Background: an optimization exercise with open tools, aiming at small area. Do not read the settings as production practice.
In this exercise RTL edits were held to simulation tests only and were not proved equivalent to the original.
Power and IR drop assume default switching activity.

==> run G <==
==> flow/design.v <==
package regfile_pkg;
    localparam int DEF_DATA_W   = 32;
    localparam int DEF_ADDR_W   = 5;
    localparam int DEF_NUM_READ = 2;
    localparam int MAX_READ     = 4;
    localparam int ZERO_REG     = 0;
endpackage
module regfile_read_port
#(
    parameter int DATA_W = regfile_pkg::DEF_DATA_W,
    parameter int ADDR_W = regfile_pkg::DEF_ADDR_W,
    parameter int DEPTH  = 1 << ADDR_W
) (
    input  logic [ADDR_W-1:0]             raddr,
    input  logic [DEPTH-1:0][DATA_W-1:0]  mem,
    input  logic [DEPTH-1:0]              busy,
    input  logic                          wen,
    input  logic [ADDR_W-1:0]             waddr,
    input  logic [DATA_W-1:0]             wdata,
    output logic [DATA_W-1:0]             rdata,
    output logic                          rbusy
);
    logic is_zero;
    assign is_zero = (raddr == ADDR_W'(regfile_pkg::ZERO_REG));
    logic unused_bypass;
    assign unused_bypass = ^{wen, waddr, wdata};
    always_comb begin
        rdata = '0;
        rbusy = 1'b0;
        if (!is_zero) begin
            rdata = mem[raddr];
            rbusy = busy[raddr];
        end
    end
endmodule
module registerfile_mp
#(
    parameter int DATA_W   = regfile_pkg::DEF_DATA_W,
    parameter int ADDR_W   = regfile_pkg::DEF_ADDR_W,
    parameter int NUM_READ = regfile_pkg::DEF_NUM_READ
) (
    input  logic                         clock,
    input  logic                         reset,
    input  logic [NUM_READ*ADDR_W-1:0]   ReadAddr,
    output logic [NUM_READ*DATA_W-1:0]   ReadData,
    output logic [NUM_READ-1:0]          ReadBusy,
    input  logic [ADDR_W-1:0]            WriteReg,
    input  logic [DATA_W-1:0]            WriteData,
    input  logic                         RegWrite,
    input  logic [ADDR_W-1:0]            IssueReg,
    input  logic                         IssueValid,
    output logic [(1<<ADDR_W)-1:0]       BusyVec
);
    localparam int DEPTH = 1 << ADDR_W;
    if (NUM_READ < 1 || NUM_READ > regfile_pkg::MAX_READ) begin : g_bad_num_read
        $error("registerfile_mp: NUM_READ must be in 1..4");
    end
    logic [DEPTH-1:0][DATA_W-1:0] mem;
    logic [DEPTH-1:0]             busy;
    logic                         wen;
    logic                         ien;
    assign wen = RegWrite && (WriteReg != ADDR_W'(regfile_pkg::ZERO_REG)) && !reset;
    assign ien = IssueValid && (IssueReg != ADDR_W'(regfile_pkg::ZERO_REG));
    always_ff @(posedge clock or posedge reset) begin
        if (reset) begin
            mem  <= '0;
            busy <= '0;
        end else begin
            if (wen) begin
                mem[WriteReg]  <= WriteData;
                busy[WriteReg] <= 1'b0;
            end
            if (ien) begin
                busy[IssueReg] <= 1'b1;
            end
        end
    end
    assign BusyVec = busy;
    for (genvar k = 0; k < NUM_READ; k++) begin : g_rd
        regfile_read_port #(
            .DATA_W (DATA_W),
            .ADDR_W (ADDR_W),
            .DEPTH  (DEPTH)
        ) u_rd (
            .raddr (ReadAddr[k*ADDR_W +: ADDR_W]),
            .mem   (mem),
            .busy  (busy),
            .wen   (wen),
            .waddr (WriteReg),
            .wdata (WriteData),
            .rdata (ReadData[k*DATA_W +: DATA_W]),
            .rbusy (ReadBusy[k])
        );
    end
endmodule
==> flow/run.sh <==
#!/bin/bash
# synth_recipe.tcl (not shown) runs the flow's synth.tcl, then flattens the netlist and writes it again
# the make line also repeats each setting of config.mk as NAME=value (left out here)
make -C /OpenROAD-flow-scripts/flow DESIGN_CONFIG=/design/flow/config.mk WORK_HOME=/design/flow/orfs CLKGATE_MAP_FILE= SYNTH_SCRIPT=/design/flow/synth_recipe.tcl finish
==> flow/config.mk <==
export PLATFORM = sky130hd
export DESIGN_NAME = registerfile_mp
export DESIGN_NICKNAME = registerfile_mp
export VERILOG_FILES = /design/flow/design.v
export SDC_FILE = /design/flow/constraint.sdc
export NUM_CORES = 4
export LEC_CHECK = 0
export CAP_MARGIN = 20
export CORE_MARGIN = 2
export CORE_UTILIZATION = 40
export SETUP_SLACK_MARGIN = 0.2
export SLEW_MARGIN = 20
==> flow/constraint.sdc <==
create_clock -name core_clock -period 8.0 [get_ports {clock}]
set_input_delay 1.6000 -clock core_clock [delete_from_list [all_inputs] [get_ports {clock}]]
set_output_delay 1.6000 -clock core_clock [all_outputs]
set_load 0.01 [all_outputs]
==> run D (differences from run G) <==
==> flow/design.v, changed modules only <==
module rf_a22o (
    input  logic a1, a2, b1, b2,
    output logic y
);
    assign y = (a1 & a2) | (b1 & b2);
endmodule
module rf_a222oi (
    input  logic a1, a2, b1, b2, c1, c2,
    output logic y
);
    assign y = !((a1 & a2) | (b1 & b2) | (c1 & c2));
endmodule
module rf_nand2 (
    input  logic a, b,
    output logic y
);
    assign y = !(a & b);
endmodule
module rf_nand3 (
    input  logic a, b, c,
    output logic y
);
    assign y = !(a & b & c);
endmodule
module rf_nand4 (
    input  logic a, b, c, d,
    output logic y
);
    assign y = !(a & b & c & d);
endmodule
module rf_or3 (
    input  logic a, b, c,
    output logic y
);
    assign y = a | b | c;
endmodule
module regfile_read_bit (
    input  logic [31:1] sel,
    input  logic [31:1] d,
    output logic        y
);
    logic [10:0] t;
    logic [2:0]  u;
    for (genvar g = 0; g < 10; g++) begin : g_t
        rf_a222oi u_t (
            .a1(sel[3*g+1]), .a2(d[3*g+1]),
            .b1(sel[3*g+2]), .b2(d[3*g+2]),
            .c1(sel[3*g+3]), .c2(d[3*g+3]),
            .y (t[g])
        );
    end
    rf_nand2 u_t10 (.a(sel[31]), .b(d[31]), .y(t[10]));
    rf_nand4 u_u0 (.a(t[0]), .b(t[1]), .c(t[2]),  .d(t[3]), .y(u[0]));
    rf_nand4 u_u1 (.a(t[4]), .b(t[5]), .c(t[6]),  .d(t[7]), .y(u[1]));
    rf_nand3 u_u2 (.a(t[8]), .b(t[9]), .c(t[10]),           .y(u[2]));
    rf_or3   u_y  (.a(u[0]), .b(u[1]), .c(u[2]), .y(y));
endmodule
module regfile_read_port
#(
    parameter int DATA_W = regfile_pkg::DEF_DATA_W,
    parameter int ADDR_W = regfile_pkg::DEF_ADDR_W,
    parameter int DEPTH  = 1 << ADDR_W
) (
    input  logic [DEPTH-1:0]              dsel,
    input  logic [DEPTH-1:0][DATA_W-1:0]  mem,
    output logic [DATA_W-1:0]             rdata
);
    for (genvar j = 0; j < DATA_W; j++) begin : g_bit
        logic [31:1] d;
        for (genvar i = 1; i < DEPTH; i++) begin : g_d
            assign d[i] = mem[i][j];
        end
        regfile_read_bit u_bit (.sel(dsel[31:1]), .d(d), .y(rdata[j]));
    end
endmodule
module registerfile_mp
#(
    parameter int DATA_W   = regfile_pkg::DEF_DATA_W,
    parameter int ADDR_W   = regfile_pkg::DEF_ADDR_W,
    parameter int NUM_READ = regfile_pkg::DEF_NUM_READ
) (
    input  logic                         clock,
    input  logic                         reset,
    input  logic [NUM_READ*ADDR_W-1:0]   ReadAddr,
    output logic [NUM_READ*DATA_W-1:0]   ReadData,
    output logic [NUM_READ-1:0]          ReadBusy,
    input  logic [ADDR_W-1:0]            WriteReg,
    input  logic [DATA_W-1:0]            WriteData,
    input  logic                         RegWrite,
    input  logic [ADDR_W-1:0]            IssueReg,
    input  logic                         IssueValid,
    output logic [(1<<ADDR_W)-1:0]       BusyVec
);
    localparam int DEPTH = 1 << ADDR_W;
    if (NUM_READ < 1 || NUM_READ > regfile_pkg::MAX_READ) begin : g_bad_num_read
        $error("registerfile_mp: NUM_READ must be in 1..4");
    end
    if (DATA_W != 32 || ADDR_W != 5) begin : g_bad_shape
        $error("registerfile_mp: the read ports are built for 32 x 32 bits");
    end
    logic [DEPTH-1:0][DATA_W-1:0] mem;
    logic [DEPTH-1:0][DATA_W-1:0] mem_d;
    logic [DEPTH-1:0]             valid;
    logic [DEPTH-1:0]             busy;
    logic [DEPTH-1:0]             we;
    logic [DEPTH-1:0]             nwe;
    logic [DEPTH-1:0]             ie;
    assign mem[0]   = '0;
    assign mem_d[0] = '0;
    assign valid[0] = 1'b0;
    assign busy[0]  = 1'b0;
    assign we[0]    = 1'b0;
    assign nwe[0]   = 1'b1;
    assign ie[0]    = 1'b0;
    for (genvar i = 1; i < DEPTH; i++) begin : g_reg
        assign we[i]  = RegWrite   && (WriteReg == ADDR_W'(i));
        assign nwe[i] = !we[i];
        assign ie[i]  = IssueValid && (IssueReg == ADDR_W'(i));
        for (genvar j = 0; j < DATA_W; j++) begin : g_bit
            rf_a22o u_hold (
                .a1(WriteData[j]), .a2(we[i]),
                .b1(mem[i][j]),    .b2(nwe[i]),
                .y (mem_d[i][j])
            );
        end
        always_ff @(posedge clock) begin
            mem[i] <= mem_d[i];
        end
        always_ff @(posedge clock or posedge reset) begin
            if (reset) begin
                valid[i] <= 1'b0;
                busy[i]  <= 1'b0;
            end else begin
                valid[i] <= valid[i] | we[i];
                busy[i]  <= ie[i] | (busy[i] & !we[i]);
            end
        end
    end
    assign BusyVec = busy;
    for (genvar k = 0; k < NUM_READ; k++) begin : g_rd
        logic [ADDR_W-1:0] ra;
        logic [DEPTH-1:0]  dsel;
        assign ra = ReadAddr[k*ADDR_W +: ADDR_W];
        for (genvar i = 0; i < DEPTH; i++) begin : g_dec
            assign dsel[i] = valid[i] && (ra == ADDR_W'(i));
        end
        assign ReadBusy[k] = busy[ra];
        regfile_read_port #(
            .DATA_W (DATA_W),
            .ADDR_W (ADDR_W),
            .DEPTH  (DEPTH)
        ) u_rd (
            .dsel  (dsel),
            .mem   (mem),
            .rdata (ReadData[k*DATA_W +: DATA_W])
        );
    end
endmodule
--- a/flow/config.mk
+++ b/flow/config.mk
@@ -12 +12,3 @@
 export SLEW_MARGIN = 20
+export SYNTH_HIERARCHICAL = 1
+export SYNTH_MINIMUM_KEEP_SIZE = 0
==> qor summary <==
quantity                                                                       run G         run D
Initial standard-cell utilization of the core                                  0.404         0.403
Worst Max-Slew Pin Slew                                                      1140 ps       1300 ps
Worst slack at placement                                                      858 ps       1070 ps
Core region area                                                        140000 sq um  100000 sq um
Flip-flop and latch power                                                    6.97 mW       7.19 mW
Yosys top cell by area                                                       dfrtp_1       dfxtp_1
CP Data Arrival Time                                                         5700 ps       5560 ps
Fraction of synthesized area in multiplexers                                   0.411        0.0102
Reg-to-reg critical path startpoint                                        mem[1000]     valid[23]
Global routing met3 resource utilization                                      0.0486         0.120
Via density per instance                                                        6.40          7.93
Clock buf count                                                                  159           163
Cell count of the worst reg-to-reg path                                            2             1
Later-pin clock latency in the skew report                                    720 ps        680 ps
Post-detailed-placement cell area                                        60200 sq um   44600 sq um
CTS Buf Count                                                                    115           107
Outcome                                                     timing/DRC/antenna clean  timing/DRC/antenna clean
Flip-flop count of the largest register, all copies and words added             1024           992
Bufs and invs on worst path                                                        4             2
Number of flip-flops and latches in the synthesized netlist                     1056          1054
Sum of internal, switching and leakage power                                 15.8 mW       14.2 mW
Worst path slowest cell                                              clkdlybuf4s50_1        and3_2
Post-synthesis xor/xnor area fraction                                       0.000775             0
Peak per-stage delay on the critical path                                     900 ps       1020 ps

==> what the ideal ports hide <==
In the flow no input, the clock included, has a driving cell. The finished layouts below were timed again as built, in two steps.
Step 1, drivers: a clkbuf_16 drives clock and a buf_2 each remaining input, both assumed.
Step 2, shift: input delay + t, output delay - t, t = (earliest + latest rising clock arrival at the registers) / 2. This alone moves slack from input paths to output paths.
Three values: no drivers, after step 1, after step 2; two values: the first two.
run	t, ns	setup slack, ns	worst setup path after step 2	latest minus earliest clock arrival (ns)	worst slew at a driven data input, ns
run G	0.794	0.699 / 0.671 / 0.671	input to output	0.029 / 0.028	0.25
run D	0.762	0.837 / 0.811 / 0.811	input to output	0.033 / 0.033	0.08
After both steps every run listed still meets setup and hold. For run G, which loses most, drivers alone change the setup slack by -0.028 ns; drivers and shift together by -0.028 ns.
